This is an optimization exercise on Yosys and OpenROAD, whose aim is small area, a short achievable clock period and few clock cycles, not a production implementation. Only simulation tests tie the RTL to the original design; equivalence was not proved. Power figures rest on the tool's default switching activity, not on a simulated workload.

## run 1
==> flow/design.v (excerpt) <==
module ex_unit (
    input  wire logic             i_clk,
    input  wire logic             i_resetn,
    input  wire logic             i_req,
    input  wire logic [6:0]       i_opcode,
    input  wire logic [2:0]       i_funct3,
    input  wire logic             i_funct7_b5,
    input  wire logic [32-1:0] i_rs1_val,
    input  wire logic [32-1:0] i_rs2_val,
    input  wire logic [32-1:0] i_pc,
    input  wire logic [32-1:0] i_imm,
    input  wire logic [32-1:0] i_pred_addr,
    output wire logic             o_ack,
    output wire logic [32-1:0] o_result,
    output wire logic             o_rd_we,
    output wire logic [32-1:0] o_next_pc,
    output wire logic             o_mispredict,
    output wire logic             o_illegal
);
Size in the first run: roughly 1900 cells after synthesis, about 0.012 mm^2 of cells after synthesis.
Settings: LEC_CHECK=0, ABC_AREA=1, CAP_MARGIN=20, CORE_MARGIN=2, CORE_UTILIZATION=40, SLEW_MARGIN=20; clock period 7.0 ns.
standard.sh (not shown) runs the stock make flow with config.mk's settings and CLKGATE_MAP_FILE= SYNTH_SCRIPT=/design/flow/synth_recipe.tcl, a recipe that flattens the netlist after the stock synthesis.
==> flow/flow/run.sh <==
#!/bin/bash
# The standard layout in two calls:
#  - up to clock tree synthesis, timing repair aims for 2.6 ns of setup
#    slack (SETUP_SLACK_MARGIN), which sets how hard the placement-stage
#    repairs size and buffer the logic;
#  - the rest (global route, detailed route, finish) repairs only real
#    violations, so the routed-stage repair adds no cells to chase the
#    margin again.
# The port buffers are the smallest buffer cell (sky130_fd_sc_hd__buf_1)
# instead of the one buffer_ports picks by itself; every input and output
# port still gets its buffer. Each call's full output goes to its own log.
set -euo pipefail
export BUFFER_PORTS_ARGS="-buffer_cell sky130_fd_sc_hd__buf_1"
bash standard.sh SETUP_SLACK_MARGIN=2.6 cts > standard_to_cts.log 2>&1
bash standard.sh SETUP_SLACK_MARGIN=0 finish > standard_finish.log 2>&1
Run 1 completed end to end with timing, DRC and antenna clean.
Testbench counts of run 1, summed over its fixed seeds: cycles 48,000.
Setup changes, run 1 to run 2
# run 1
export LEC_CHECK = 0
export ABC_AREA = 1
export CAP_MARGIN = 20
export CORE_MARGIN = 2
export CORE_UTILIZATION = 40
export SLEW_MARGIN = 20
create_clock -name core_clock -period 7.0 [get_ports {i_clk}]
# run 2
export LEC_CHECK = 0
export ABC_AREA = 1
export CAP_MARGIN = 20
export CORE_MARGIN = 2
export CORE_UTILIZATION = 45
export SLEW_MARGIN = 20
create_clock -name core_clock -period 7.0 [get_ports {i_clk}]
-- flow/flow/run.sh --
<<< run 1, line 3
#  - up to clock tree synthesis, timing repair aims for 2.6 ns of setup
>>> run 2, line 3
#  - up to clock tree synthesis, timing repair aims for 2.0 ns of setup
<<< run 1, line 14
bash standard.sh SETUP_SLACK_MARGIN=2.6 cts > standard_to_cts.log 2>&1
>>> run 2, line 14
bash standard.sh SETUP_SLACK_MARGIN=2.0 cts > standard_to_cts.log 2>&1
## What came out
Die area of run 2 falls short of that of run 1 by more than 10%.
Run 1 → run 2: buffer share of cell area shrank by 2.2 points, final antenna-violating net count roughly the same, initial core utilization increased 5.4 points, clock network power fell by 6.0%, time the final worst path needs with I/O delays and setup went up by 0.58 ns.
Looking at run 2 and run 1, the sequential cell count is a wash.
Run 2 vs. run 1: total power went down 5.2%, fraction of power consumed by sequential logic went up 1.3 points.
Input changes introduced in run 3 (baseline for comparison: run 2):
-- flow/flow/run.sh --
<<< run 2, line 3
#  - up to clock tree synthesis, timing repair aims for 2.0 ns of setup
>>> run 3, line 3
#  - up to clock tree synthesis, timing repair aims for 2.6 ns of setup
<<< run 2, line 14
bash standard.sh SETUP_SLACK_MARGIN=2.0 cts > standard_to_cts.log 2>&1
>>> run 3, line 14
bash standard.sh SETUP_SLACK_MARGIN=2.6 cts > standard_to_cts.log 2>&1
Notes after the runs:
Summary of run 3 over run 2: number of setup buffers added after CTS increased by 16 relative to the old numbers; sequential share of layout area decreased by 0.50 points relative to the old numbers; worst slew margin relative to its limit decreased by 13 points relative to the old numbers; total clock sinks closely matched the old numbers.
Sum of routed wire length over all layers up 1.5% in run 3 wrt run 2
Relative contribution of the clock network to total power was higher in the run labelled run 2.
Non-filler instance count after layout for run 3 is higher than for run 2.
Compare run 2 and run 3 | number of cells on the critical path lower: run 3
Non-clock buffer total of the final layout | run 3 above run 2
Run 3 — setup slack 0.63 ns higher, run 2 as reference

* * *

## job 4527
ex_unit, a different RTL version from the one above (not shown whole).
For scale: roughly 2100 cells after synthesis, roughly 68 flip-flops, ~240 I/O pins.
export LEC_CHECK = 0
export ABC_AREA = 1
export CAP_MARGIN = 20
export CORE_MARGIN = 2
export CORE_UTILIZATION = 50
export SLEW_MARGIN = 20
create_clock -name core_clock -period 7.0 [get_ports {i_clk}]
==> flow/flow/run.sh <==
#!/bin/bash
# The standard layout (standard.sh) in two calls, with three changes:
#  - synthesis and repair leave out the full- and half-adder cells
#    (sky130_fd_sc_hd__fa_*, ha_*), added to the platform's own
#    DONT_USE_CELLS, so the adders map to plain gates, which are faster
#    here than the slow adder cells;
#  - up to clock tree synthesis, timing repair aims for 3.0 ns of setup
#    slack (SETUP_SLACK_MARGIN); the rest (global route, detailed route,
#    finish) repairs only real violations, so the routed-stage repair
#    adds no cells to chase the margin again;
#  - the port buffers are the smallest buffer cell (sky130_fd_sc_hd__buf_1)
#    instead of the one buffer_ports picks by itself; every input and
#    output port still gets its buffer.
# Each call's full output goes to its own log in this folder.
set -euo pipefail
platform_dont_use=$(sed -n '/^export DONT_USE_CELLS/,/^#/p' \
    "$FLOW_HOME/platforms/$FLOW_PLATFORM/config.mk" | grep -o 'sky130_fd_sc_hd__[a-z0-9_]*' | tr '\n' ' ')
adders="sky130_fd_sc_hd__fa_1 sky130_fd_sc_hd__fa_2 sky130_fd_sc_hd__fa_4"
adders="$adders sky130_fd_sc_hd__ha_1 sky130_fd_sc_hd__ha_2 sky130_fd_sc_hd__ha_4"
dont_use="DONT_USE_CELLS=$platform_dont_use $adders"
echo "$dont_use" > dont_use_cells.txt
export BUFFER_PORTS_ARGS="-buffer_cell sky130_fd_sc_hd__buf_1"
bash standard.sh "$dont_use" SETUP_SLACK_MARGIN=3.0 cts > standard_to_cts.log 2>&1
bash standard.sh "$dont_use" SETUP_SLACK_MARGIN=0 finish > standard_finish.log 2>&1
Testbench counts of job 4527, summed over its fixed seeds: cycles 48,000.
The following lists how job 9231 was set up differently from job 4527:
==> flow/flow/run.sh <==
#!/bin/bash
# The standard layout in two calls:
#  - up to clock tree synthesis, timing repair aims for 2.6 ns of setup
#    slack (SETUP_SLACK_MARGIN), which sets how hard the placement-stage
#    repairs size and buffer the logic;
#  - the rest (global route, detailed route, finish) repairs only real
#    violations, so the routed-stage repair adds no cells to chase the
#    margin again.
# The port buffers are the smallest buffer cell (sky130_fd_sc_hd__buf_1)
# instead of the one buffer_ports picks by itself; every input and output
# port still gets its buffer. Each call's full output goes to its own log.
set -euo pipefail
export BUFFER_PORTS_ARGS="-buffer_cell sky130_fd_sc_hd__buf_1"
bash standard.sh SETUP_SLACK_MARGIN=2.6 cts > standard_to_cts.log 2>&1
bash standard.sh SETUP_SLACK_MARGIN=0 finish > standard_finish.log 2>&1
diff --git a/flow/config.mk b/flow/config.mk
--- a/flow/config.mk
+++ b/flow/config.mk
@@ -11 +11 @@
-export CORE_UTILIZATION = 50
+export CORE_UTILIZATION = 45
[summary]
Both conditions hold for job 9231: the flow ran to the end and the final layout passed the timing, DRC and antenna checks.
In the metrics for job 4527 and job 9231, the one carrying the lower adder and majority cell fraction of the synthesized area is job 4527.
| total power consumption of the routed design | job 9231 vs job 4527 | 2.0% higher |
Insertion delay to the later sink of the worst-skew pair, job 4527 and job 9231: higher on job 4527
Job 4527 → job 9231: total of cells resized after clock tree synthesis shows an increase of 30%; worst hold margin shows a reduction of 0.028 ns.
Setup changes, job 9231 to job 2677
==> flow/flow/run.sh <==
#!/bin/bash
# The standard layout (standard.sh) in two calls, with three changes:
#  - synthesis and repair leave out the full- and half-adder cells
#    (sky130_fd_sc_hd__fa_*, ha_*), added to the platform's own
#    DONT_USE_CELLS, so the adders map to plain gates, which are faster
#    here than the slow adder cells;
#  - up to clock tree synthesis, timing repair aims for 3.0 ns of setup
#    slack (SETUP_SLACK_MARGIN); the rest (global route, detailed route,
#    finish) repairs only real violations, so the routed-stage repair
#    adds no cells to chase the margin again;
#  - the port buffers are the smallest buffer cell (sky130_fd_sc_hd__buf_1)
#    instead of the one buffer_ports picks by itself; every input and
#    output port still gets its buffer.
# Each call's full output goes to its own log in this folder.
set -euo pipefail
platform_dont_use=$(sed -n '/^export DONT_USE_CELLS/,/^#/p' \
    "$FLOW_HOME/platforms/$FLOW_PLATFORM/config.mk" | grep -o 'sky130_fd_sc_hd__[a-z0-9_]*' | tr '\n' ' ')
adders="sky130_fd_sc_hd__fa_1 sky130_fd_sc_hd__fa_2 sky130_fd_sc_hd__fa_4"
adders="$adders sky130_fd_sc_hd__ha_1 sky130_fd_sc_hd__ha_2 sky130_fd_sc_hd__ha_4"
dont_use="DONT_USE_CELLS=$platform_dont_use $adders"
echo "$dont_use" > dont_use_cells.txt
export BUFFER_PORTS_ARGS="-buffer_cell sky130_fd_sc_hd__buf_1"
bash standard.sh "$dont_use" SETUP_SLACK_MARGIN=3.0 cts > standard_to_cts.log 2>&1
bash standard.sh "$dont_use" SETUP_SLACK_MARGIN=0 finish > standard_finish.log 2>&1
--- outcome ---
Job 2677 finished end to end and its layout was clean on timing, DRC and antenna.
Relative to job 9231, number of fill cells in the layout has increased by 157 in job 2677.
Compared with job 9231, in job 2677 sequential share of layout area increased 0.48 points, placed standard-cell area increased 0.58%.

* * *

== run A ==
RTL: one of the versions met above, not the one the previous note started from.
Size: ~1,900 cells after synthesis, about 68 flip-flops, roughly 240 I/O pins.
clock: 7.0 ns
lec_check: 0
abc_area: 1
cap_margin: 20
core_margin: 2
core_utilization: 45
slew_margin: 20
==> flow/flow/run.sh <==
#!/bin/bash
# The standard layout in two calls:
#  - up to clock tree synthesis, timing repair aims for 2.3 ns of setup
#    slack (SETUP_SLACK_MARGIN), which sets how hard the placement-stage
#    repairs size and buffer the logic;
#  - the rest (global route, detailed route, finish) repairs only real
#    violations, so the routed-stage repair adds no cells to chase the
#    margin again.
# The port buffers are the smallest buffer cell (sky130_fd_sc_hd__buf_1)
# instead of the one buffer_ports picks by itself; every input and output
# port still gets its buffer. Each call's full output goes to its own log.
set -euo pipefail
export BUFFER_PORTS_ARGS="-buffer_cell sky130_fd_sc_hd__buf_1"
bash standard.sh SETUP_SLACK_MARGIN=2.3 cts > standard_to_cts.log 2>&1
bash standard.sh SETUP_SLACK_MARGIN=0 finish > standard_finish.log 2>&1
Every stage of the flow completed for run A, and the final layout passed the timing, DRC and antenna checks.
Testbench counts of run A, summed over its fixed seeds: cycles 48,000.
Edits applied to the flow inputs when going from run A to run B:
Settings: changing CORE_UTILIZATION from 45 to 50.
diff --git a/flow/flow/run.sh b/flow/flow/run.sh
--- a/flow/flow/run.sh
+++ b/flow/flow/run.sh
@@ -2,3 +2,3 @@
 # The standard layout in two calls:
-#  - up to clock tree synthesis, timing repair aims for 2.3 ns of setup
+#  - up to clock tree synthesis, timing repair aims for 2.6 ns of setup
 #    slack (SETUP_SLACK_MARGIN), which sets how hard the placement-stage
@@ -13,3 +13,3 @@
 export BUFFER_PORTS_ARGS="-buffer_cell sky130_fd_sc_hd__buf_1"
-bash standard.sh SETUP_SLACK_MARGIN=2.3 cts > standard_to_cts.log 2>&1
+bash standard.sh SETUP_SLACK_MARGIN=2.6 cts > standard_to_cts.log 2>&1
 bash standard.sh SETUP_SLACK_MARGIN=0 finish > standard_finish.log 2>&1
## What came out
- Run B vs run A: worst setup slack up
- Higher minimum hold slack was reported by run A, not run B.
- Going from run A to run B, amount of wire on met3 after detailed routing +13%, worst slew margin relative to its limit +10 points, sequential share of layout area -0.63 points, initial antenna violation count -1, total net switching power +1.5%.
The following lists how run C was set up differently from run B:
Settings: CORE_UTILIZATION now 45, was 50.
==> flow/flow/run.sh <==
#!/bin/bash
# The standard layout (standard.sh) in two calls, with three changes:
#  - synthesis and repair leave out the full- and half-adder cells
#    (sky130_fd_sc_hd__fa_*, ha_*), added to the platform's own
#    DONT_USE_CELLS, so the adders map to plain gates, which are faster
#    here than the slow adder cells;
#  - up to clock tree synthesis, timing repair aims for 3.0 ns of setup
#    slack (SETUP_SLACK_MARGIN); the rest (global route, detailed route,
#    finish) repairs only real violations, so the routed-stage repair
#    adds no cells to chase the margin again;
#  - the port buffers are the smallest buffer cell (sky130_fd_sc_hd__buf_1)
#    instead of the one buffer_ports picks by itself; every input and
#    output port still gets its buffer.
# Each call's full output goes to its own log in this folder.
set -euo pipefail
platform_dont_use=$(sed -n '/^export DONT_USE_CELLS/,/^#/p' \
    "$FLOW_HOME/platforms/$FLOW_PLATFORM/config.mk" | grep -o 'sky130_fd_sc_hd__[a-z0-9_]*' | tr '\n' ' ')
adders="sky130_fd_sc_hd__fa_1 sky130_fd_sc_hd__fa_2 sky130_fd_sc_hd__fa_4"
adders="$adders sky130_fd_sc_hd__ha_1 sky130_fd_sc_hd__ha_2 sky130_fd_sc_hd__ha_4"
dont_use="DONT_USE_CELLS=$platform_dont_use $adders"
echo "$dont_use" > dont_use_cells.txt
export BUFFER_PORTS_ARGS="-buffer_cell sky130_fd_sc_hd__buf_1"
bash standard.sh "$dont_use" SETUP_SLACK_MARGIN=3.0 cts > standard_to_cts.log 2>&1
bash standard.sh "$dont_use" SETUP_SLACK_MARGIN=0 finish > standard_finish.log 2>&1
==> comparison <==
Comparing the two runs side by side, run C comes out behind run B on total non-filler cell area in the finished layout. From run B to run C the numbers moved as follows: effective utilization at floorplan went down 5.3 points, signal arrival time at the worst endpoint went down 0.41 ns, fraction of layout cells with a size suffix above 1 went up 3.4 points. Cell with the largest stage delay on the worst path: o21ai_0 -> run B, a2111oi_1 -> run C. Sort run C and run B by net switching share of the total power asc -> top: run B. Post-layout instance count excluding filler cells up about 13% in run C wrt run B. Actual slew at the worst max-slew pin is higher on run B. Net load switching power, run C and run B: lower on run B.
diff inputs: run C => run D
==> flow/flow/run.sh <==
#!/bin/bash
# The standard layout in two calls:
#  - up to clock tree synthesis, timing repair aims for 2.9 ns of setup
#    slack (SETUP_SLACK_MARGIN), which sets how hard the placement-stage
#    repairs size and buffer the logic;
#  - the rest (global route, detailed route, finish) repairs only real
#    violations, so the routed-stage repair adds no cells to chase the
#    margin again.
# The port buffers are the smallest buffer cell (sky130_fd_sc_hd__buf_1)
# instead of the one buffer_ports picks by itself; every input and output
# port still gets its buffer. Each call's full output goes to its own log.
set -euo pipefail
export BUFFER_PORTS_ARGS="-buffer_cell sky130_fd_sc_hd__buf_1"
bash standard.sh SETUP_SLACK_MARGIN=2.9 cts > standard_to_cts.log 2>&1
bash standard.sh SETUP_SLACK_MARGIN=0 finish > standard_finish.log 2>&1
### Flow results
Against run C, run D reports a share of cell area taken by multi-input logic gates that is lower. Run D: via count lower than run C. [compare] base=run C new=run D: worst setup slack has decreased; net count of the finished layout has decreased; post-DP HPWL has decreased; starting density of the core has increased. Run C vs run D, worst setup path endpoint: u_result.result_q[15]$_DFFE_PN_ vs u_result.result_q[16]$_DFFE_PN_. Run D completed; timing, DRC and antenna clean.
What run E does differently from run D at the input level:
Settings: putting SETUP_SLACK_MARGIN at 2.6 where nothing was set; swapping 45 for 55 in CORE_UTILIZATION.
==> flow/flow/run.sh <==
#!/bin/bash
# The standard layout, with the port buffers made of the smallest
# buffer cell (sky130_fd_sc_hd__buf_1) instead of the one buffer_ports
# picks by itself; every input and output port still gets its buffer.
set -euo pipefail
export BUFFER_PORTS_ARGS="-buffer_cell sky130_fd_sc_hd__buf_1"
bash standard.sh > standard_flow.log 2>&1
Sequential share of layout area essentially unchanged between run D and run E.
Run E against run D: post-detailed-routing wire length picked up an extra 4.3%; non-clock buffering overhead in the final layout rose by 1.1 points; register-to-register slack essentially unchanged; chip width decreased by 15 um relative to the old numbers.
From run D to run E the numbers moved as follows: hold-fix buffer count after cts stayed essentially flat; total power higher; worst path setup slack after routing saw a decrease.

## port drivers added, routing unchanged
How much do the figures lean on ideal ports? The routed layouts below were timed once more, with nothing changed but the port constraints. Step 1 assumes that a clkbuf_16 drives the clock port and a buf_2 every other input. Step 2 moves the port delays by t, midway between the first and last clock arrival at a register: inputs arrive t later, outputs are due t later. That takes back most of the time a late clock gives input paths. Three values: ideal ports, drivers, drivers and shift; two values: the first two.
| run | shift t [ns] | slack for setup (ns) | worst slew at a driven data input, ns |
|---|---|---|---|
| run 1 | 0.379 | 2.414 / 2.428 / 2.049 | 0.07 |
| run 2 | 0.378 | 1.838 / 1.834 / 1.456 | 0.07 |
| run 3 | 0.372 | 2.467 / 2.460 / 2.088 | 0.07 |
| job 4527 | 0.399 | 2.787 / 2.813 / 2.415 | 0.04 |
| job 9231 | 0.365 | 2.496 / 2.513 / 2.148 | 0.06 |
| job 2677 | 0.404 | 2.800 / 2.833 / 2.429 | 0.06 |
| run A | 0.376 | 2.108 / 2.118 / 1.742 | 0.07 |
| run B | 0.378 | 2.412 / 2.428 / 2.050 | 0.07 |
| run C | 0.400 | 2.820 / 2.849 / 2.449 | 0.07 |
| run D | 0.374 | 2.607 / 2.581 / 2.207 | 0.09 |
| run E | 0.368 | 2.397 / 2.335 / 1.967 | 0.12 |
After both steps setup and hold are still met in every run listed. For run E, which loses most, drivers alone change the setup slack by -0.062 ns; drivers and shift together by -0.430 ns.
